From an optimization exercise on the open Yosys and OpenROAD flow, aimed at small area, a short achievable clock period and few clock cycles per item; shortcuts taken in it are not production practice. Where RTL was checked, it was by simulation tests only, not by an equivalence proof against the original.

## sliding_median_filter
module sliding_median_filter (
    input  logic                 clk,
    input  logic                 rst_n,
    input  logic                 samples_valid,
    output logic                 samples_ready,
    input  logic [15:0]          samples_sample,
    input  logic                 samples_end_of_seq,
    output logic                 medians_valid,
    input  logic                 medians_ready,
    output logic [15:0]          medians_median,
    output logic                 medians_last_out,
    input  logic                 cfg_valid,
    output logic                 cfg_ready,
    input  logic [3:0]           cfg_window_len
);
export LEC_CHECK = 0
export CAP_MARGIN = 20
export CORE_MARGIN = 2
export CORE_UTILIZATION = 40
export CTS_CLUSTER_DIAMETER = 80
export CTS_CLUSTER_SIZE = 20
export SLEW_MARGIN = 20
export SETUP_SLACK_MARGIN = 6.6
create_clock -name core_clock -period 10.0 [get_ports {clk}]
standard.sh (not shown) runs the stock make flow with config.mk's settings and CLKGATE_MAP_FILE= SYNTH_SCRIPT=/design/flow/synth_recipe.tcl, a recipe that flattens the netlist after the stock synthesis.
==> flow/flow/run.sh <==
#!/bin/bash
# Standard ORFS layout, with the setup repair aimed at a tighter slack target.
# The clock, the constraints and every step are the standard flow's own (standard.sh); only
# the repair target differs. Each tool's output is kept in a log file here.
set -euo pipefail
cd "$(dirname "$0")/.."
bash standard.sh synth > flow_synth.log 2>&1
margin=$(cat flow/margin.txt)
echo "export SETUP_SLACK_MARGIN = ${margin}" >> config.mk
bash standard.sh > flow_layout.log 2>&1
==> flow/flow/margin.txt <==
6.6
The starting point finished with timing, DRC and antenna clean.
Testbench counts at the start, summed over its fixed seeds: cycles 12,155, items 11,227.
Next try:
==> flow/flow/margin.txt (replaced) <==
6.8
--- a/flow/config.mk
+++ b/flow/config.mk
@@ -10,5 +10,4 @@
 export CORE_UTILIZATION = 40
-export CTS_CLUSTER_DIAMETER = 80
-export CTS_CLUSTER_SIZE = 20
 export SLEW_MARGIN = 20
-export SETUP_SLACK_MARGIN = 6.6
+export TNS_END_PERCENT = 5
+export SETUP_SLACK_MARGIN = 6.8
What happened: Final cell count goes up slightly; count of clock-buffer cells in the layout goes up by 28; register-to-register slack improves by 0.02 ns; non-clock buffer count drops by 1; final area went up by a few percent; die area stays the same.
Next try:
==> flow/flow/margin.txt (replaced) <==
6.6
--- a/flow/config.mk
+++ b/flow/config.mk
@@ -9,5 +9,5 @@
 export CORE_MARGIN = 2
-export CORE_UTILIZATION = 40
+export CORE_UTILIZATION = 55
+export PLACE_DENSITY = 0.72
 export SLEW_MARGIN = 20
-export TNS_END_PERCENT = 5
-export SETUP_SLACK_MARGIN = 6.8
+export SETUP_SLACK_MARGIN = 6.6
=> Cell count falls by about 8%; via count is higher by about 1%; routed wire length came out lower by about 5%; count of clock-buffer cells in the layout fell by 6.
Next try:
==> flow/flow/margin.txt (replaced) <==
6.8
--- a/flow/config.mk
+++ b/flow/config.mk
@@ -9,5 +9,5 @@
 export CORE_MARGIN = 2
-export CORE_UTILIZATION = 55
-export PLACE_DENSITY = 0.72
+export CORE_UTILIZATION = 40
+export CTS_BUF_LIST = sky130_fd_sc_hd__clkbuf_8
 export SLEW_MARGIN = 20
-export SETUP_SLACK_MARGIN = 6.6
+export SETUP_SLACK_MARGIN = 6.8
Result: Non-clock buffer count increases by 46; worst setup slack improves by 0.15 ns; clock skew increases by 0.027 ns; routed wire length increases by 7.9%; design area increases by 4.4%.

========
Another version of the RTL of sliding_median_filter (not shown whole).
Size in the first run: ~2300 cells after synthesis, about 430 flip-flops, ~46 I/O pins, ~24000 sq um of cells after synthesis.
// sliding_median_filter
module sliding_median_filter (
    input  logic                 clk,
    input  logic                 rst_n,
    input  logic                 samples_valid,
    output logic                 samples_ready,
    input  logic [15:0]          samples_sample,
    input  logic                 samples_end_of_seq,
    output logic                 medians_valid,
    input  logic                 medians_ready,
    output logic [15:0]          medians_median,
    output logic                 medians_last_out,
    input  logic                 cfg_valid,
    output logic                 cfg_ready,
    input  logic [3:0]           cfg_window_len
);
    logic [CFG_WIDTH-1:0] window_len_reg;
    logic        adv;
    logic        adv_next;
    logic        a_v, a_fill, a_emit, a_last;
    logic [3:0]  a_ws;
    logic [15:0] a_y;
    logic        push;
    logic [15:0] push_median;
    logic        push_last;
    assign cfg_ready = 1'b1;
    always_ff @(posedge clk or negedge rst_n)
    begin
        if (!rst_n)
            window_len_reg <= WINDOW_LEN_RESET;
        else if (cfg_valid)
            window_len_reg <= cfg_window_len;
    end
    smf_front u_front (
        .clk                (clk),
        .rst_n              (rst_n),
        .window_len         (window_len_reg),
        .adv                (adv),
        .adv_next           (adv_next),
        .samples_valid      (samples_valid),
        .samples_ready      (samples_ready),
        .samples_sample     (samples_sample),
        .samples_end_of_seq (samples_end_of_seq),
        .a_v                (a_v),
        .a_fill             (a_fill),
        .a_emit             (a_emit),
        .a_last             (a_last),
        .a_ws               (a_ws),
        .a_y                (a_y)
    );
    smf_back u_back (
        .clk         (clk),
        .rst_n       (rst_n),
        .window_len  (window_len_reg),
        .adv         (adv),
        .a_v         (a_v),
        .a_fill      (a_fill),
        .a_emit      (a_emit),
        .a_last      (a_last),
        .a_ws        (a_ws),
        .a_y         (a_y),
        .push        (push),
        .push_median (push_median),
        .push_last   (push_last)
  ...
Settings: LEC_CHECK=0, ABC_CLOCK_PERIOD_IN_PS=3000, CAP_MARGIN=20, CORE_MARGIN=2, CORE_UTILIZATION=40, SETUP_SLACK_MARGIN=5, SLEW_MARGIN=20; clock period 10.0 ns.
run.sh (not shown) runs the stock make flow with config.mk's settings and CLKGATE_MAP_FILE= SYNTH_SCRIPT=/design/flow/synth_recipe.tcl, a recipe that flattens the netlist after the stock synthesis.
Stock flow here: none of the scripts above is used.
The baseline went through all stages and came out clean.
Rerun with:
==> flow/flow/run.sh (new file) <==
#!/bin/bash
# Standard ORFS layout, with the setup repair aimed at a tighter slack target.
# The clock, the constraints and every step are the standard flow's own (standard.sh); only
# the repair target differs. Each tool's output is kept in a log file here.
set -euo pipefail
cd "$(dirname "$0")/.."
bash standard.sh synth > flow_synth.log 2>&1
margin=$(cat flow/margin.txt)
echo "export SETUP_SLACK_MARGIN = ${margin}" >> config.mk
bash standard.sh > flow_layout.log 2>&1
==> flow/flow/margin.txt (new file) <==
6.8
==> flow/standard.sh (new file) <==
#!/bin/bash
# synth_recipe.tcl (not shown) runs the flow's synth.tcl, then flattens the netlist and writes it again
# the make line also repeats each setting of config.mk as NAME=value (left out here)
make -C /OpenROAD-flow-scripts/flow DESIGN_CONFIG=/design/flow/config.mk WORK_HOME=/design/flow/orfs CLKGATE_MAP_FILE= SYNTH_SCRIPT=/design/flow/synth_recipe.tcl "${@:-finish}"
--- a/flow/config.mk
+++ b/flow/config.mk
@@ -7,3 +7,2 @@
 export LEC_CHECK = 0
-export ABC_CLOCK_PERIOD_IN_PS = 3000
 export CAP_MARGIN = 20
@@ -11,3 +10,3 @@
 export CORE_UTILIZATION = 40
-export SETUP_SLACK_MARGIN = 5
 export SLEW_MARGIN = 20
+export SETUP_SLACK_MARGIN = 6.8
removed: flow/run.sh
Via count grows by a few percent.
Final cell count climbs by a few percent.
Clock-buffer cell count came out lower by 6.
Register-to-register slack gets better by 0.56 ns.
Non-clock buffer count came out higher by 125.
Final area is higher by a few percent.
Rerun with:
==> flow/run.sh (new file) <==
#!/bin/bash
# synth_recipe.tcl (not shown) runs the flow's synth.tcl, then flattens the netlist and writes it again
# the make line also repeats each setting of config.mk as NAME=value (left out here)
make -C /OpenROAD-flow-scripts/flow DESIGN_CONFIG=/design/flow/config.mk WORK_HOME=/design/flow/orfs CLKGATE_MAP_FILE= SYNTH_SCRIPT=/design/flow/synth_recipe.tcl finish
--- a/flow/config.mk
+++ b/flow/config.mk
@@ -11,2 +11 @@
 export SLEW_MARGIN = 20
-export SETUP_SLACK_MARGIN = 6.8
removed: flow/flow/run.sh
removed: flow/flow/margin.txt
removed: flow/standard.sh
=> Maximum frequency drops by about 14%. Synthesized cell count stays the same. Routed wire length drops by 12%. Synthesized area does not change. Via count drops by about 6%. Clock skew climbs by 0.013 ns. Final cell count drops by 4.1%.
Function was not checked in any run of this note: the RTL went through the layout flow alone.

========
Setup of lane 3:
Another version of the RTL of sliding_median_filter (not shown whole).
Size in the first run: ~2300 cells after synthesis, roughly 46 I/O pins, roughly 25000 um2 of cells after synthesis.
export LEC_CHECK = 0
export CAP_MARGIN = 20
export CORE_MARGIN = 2
export CORE_UTILIZATION = 40
export SLEW_MARGIN = 20
export SETUP_SLACK_MARGIN = 6.5
create_clock -name core_clock -period 10.0 [get_ports {clk}]
standard.sh (not shown) runs the stock make flow with config.mk's settings and CLKGATE_MAP_FILE= SYNTH_SCRIPT=/design/flow/synth_recipe.tcl, a recipe that flattens the netlist after the stock synthesis.
==> flow/flow/run.sh <==
#!/bin/bash
# Standard ORFS layout, with the setup repair aimed at a tighter slack target.
# The clock, the constraints and every step are the standard flow's own (standard.sh); only
# the repair target differs. Each tool's output is kept in a log file here.
set -euo pipefail
cd "$(dirname "$0")/.."
bash standard.sh synth > flow_synth.log 2>&1
margin=$(cat flow/margin.txt)
echo "export SETUP_SLACK_MARGIN = ${margin}" >> config.mk
bash standard.sh > flow_layout.log 2>&1
==> flow/flow/margin.txt <==
6.5
Input changes introduced in lane 5 (baseline for comparison: lane 3):
==> flow/flow/margin.txt <==
6.6
-- flow/config.mk --
<<< lane 3, line 10
export CORE_UTILIZATION = 40
>>> lane 5, line 10
export CORE_UTILIZATION = 55
export PLACE_DENSITY = 0.72
<<< lane 3, line 12
export SETUP_SLACK_MARGIN = 6.5
>>> lane 5, line 13
export SETUP_SLACK_MARGIN = 6.6
## What came out
Every stage of the flow completed for lane 3, and the final layout passed the timing, design-rule and antenna checks.
Lane 5 completed; timing, DRC and antenna clean
Diff lane 3 -> lane 5 | count of standard-cell rows | down by more than 10%
Lane 5 ended up with u_front.a_ws[2]$_DFFE_PN0N_ as its first element of the critical path; lane 3 ended up with u_front.a_y[0]$_DFFE_PP_.
Re clock insertion delay at the later pin of the skew report: lane 3 was higher than lane 5.
Lane 3 has higher post-synthesis to final-layout area growth than lane 5.
Function was not checked in any run of this note: the RTL went through the layout flow alone.

========
sliding_median_filter, a different RTL version from the one above (not shown whole).
Size: ~2300 cells after synthesis, about 46 I/O pins, roughly 24000 sq um of cells after synthesis.
Settings: LEC_CHECK=0, CAP_MARGIN=20, CORE_MARGIN=2, CORE_UTILIZATION=40, SLEW_MARGIN=20; clock period 10.0 ns.
run.sh (not shown) runs the stock make flow with config.mk's settings and CLKGATE_MAP_FILE= SYNTH_SCRIPT=/design/flow/synth_recipe.tcl, a recipe that flattens the netlist after the stock synthesis.
Stock flow here: none of the scripts above is used.
Change:
Settings changed: ABC_CLOCK_PERIOD_IN_PS set to 3000, SETUP_SLACK_MARGIN set to 5.
Sequential share of layout area falls by 0.13 points; final cell count hardly moves; area after synthesis is unchanged.
No run of this note included a check of the RTL's function; only the layout flow was run.

========
sliding_median_filter with an RTL version that a note above also has.
For scale: roughly 450 flip-flops, roughly 46 I/O pins, roughly 0.026 mm^2 of cells after synthesis.
Settings: LEC_CHECK=0, CAP_MARGIN=20, CORE_MARGIN=2, CORE_UTILIZATION=40, SLEW_MARGIN=20, SETUP_SLACK_MARGIN=6.5; clock period 10.0 ns.
standard.sh (not shown) runs the stock make flow with config.mk's settings and CLKGATE_MAP_FILE= SYNTH_SCRIPT=/design/flow/synth_recipe.tcl, a recipe that flattens the netlist after the stock synthesis.
==> flow/flow/margin.txt <==
6.5
Scripts as last shown in full above: flow/flow/run.sh
The first run completed with no timing, DRC or antenna violations.
Testbench counts at the start, summed over its fixed seeds: cycles 12,155, items 11,227.
Then changed:
==> flow/flow/margin.txt (replaced) <==
6.8
- SETUP_SLACK_MARGIN: 6.5 -> 6.8
After rerunning: Final cell count is higher slightly; first-iteration DRC count drops by roughly a tenth; non-clock buffer count came out higher by 33; area after synthesis stays the same; clock skew grows by 0.0032 ns; final area goes up by a few percent; sequential share of layout area falls by 1.3 points; wire length rose by a few percent.
Then changed:
==> flow/flow/margin.txt (replaced) <==
6.6
- CTS_CLUSTER_DIAMETER: default -> 60
- CTS_CLUSTER_SIZE: default -> 30
- SETUP_SLACK_MARGIN: 6.8 -> 6.6
The new run produced a clean layout.
Sequential share of layout area went up by 1.6 points.
Wire length went down by 2.4%.
Setup slack gets worse by 0.062 ns.
Via count went down by 1.1%.
Final area went down by 3.4%.
Die area does not change.
First-iteration DRC count went up by 12%.
Count of clock-buffer cells in the layout went down by 25.
Hold slack stays flat.
Area after synthesis is unchanged.
Then changed:
==> flow/flow/margin.txt (replaced) <==
6.4
- CTS_CLUSTER_DIAMETER: 60 -> default
- CTS_CLUSTER_SIZE: 30 -> default
- SETUP_SLACK_MARGIN: 6.6 -> 6.4
Effect: Wire length decreases by about 0.9%; count of clock-buffer cells in the layout increases by 30; final area decreases by 0.66%; area after synthesis is unchanged; synthesized cell count does not change.

-- re-timing with driven ports --
How much do the figures lean on ideal ports? The routed layouts below were timed once more, with nothing changed but the port constraints.
Step 1 (the two cells are an assumption about what drives the block):
set clk [get_ports {clk}]
set_driving_cell -lib_cell sky130_fd_sc_hd__clkbuf_16 $clk
set_driving_cell -lib_cell sky130_fd_sc_hd__buf_2 [delete_from_list [all_inputs] $clk]
Step 2 times the ports against the registers' clock, not the clock port: input delays grow and output delays shrink by t, the midpoint of the rising clock arrivals with the driver on.
Slacks: ideal ports / drivers / drivers and shift; pairs: ideal ports / drivers.
run	t (ns)	setup WS [ns]	clock arrival spread, ns
the first run of note 1	0.699	6.580 / 6.580 / 6.116	0.055 / 0.055
the second run of note 1	0.680	6.600 / 6.600 / 6.070	0.040 / 0.041
the third run of note 1	0.661	6.506 / 6.506 / 6.152	0.042 / 0.042
the fourth run of note 1	0.740	6.652 / 6.652 / 6.230	0.073 / 0.073
the first run of note 2	0.659	5.853 / 5.853 / 5.853	0.045 / 0.045
the second run of note 2	0.669	6.414 / 6.414 / 6.323	0.030 / 0.030
the third run of note 2	0.659	5.853 / 5.853 / 5.853	0.045 / 0.045
lane 3	0.661	6.468 / 6.468 / 6.068	0.036 / 0.035
lane 5	0.644	6.472 / 6.472 / 6.197	0.027 / 0.028
the first run of note 4	0.653	4.216 / 4.216 / 4.216	0.040 / 0.040
the second run of note 4	0.653	5.216 / 5.216 / 5.216	0.037 / 0.038
the first run of note 5	0.683	6.495 / 6.476 / 6.079	0.041 / 0.041
the second run of note 5	0.679	6.643 / 6.643 / 6.337	0.044 / 0.044
the third run of note 5	0.667	6.581 / 6.581 / 6.111	0.055 / 0.055
the fourth run of note 5	0.687	6.412 / 6.408 / 6.076	0.045 / 0.046
After both steps every run listed still meets setup and hold. The setup slack of the second run of note 1, which loses most, moves by 0.000 ns with the drivers and by -0.530 ns with both steps.
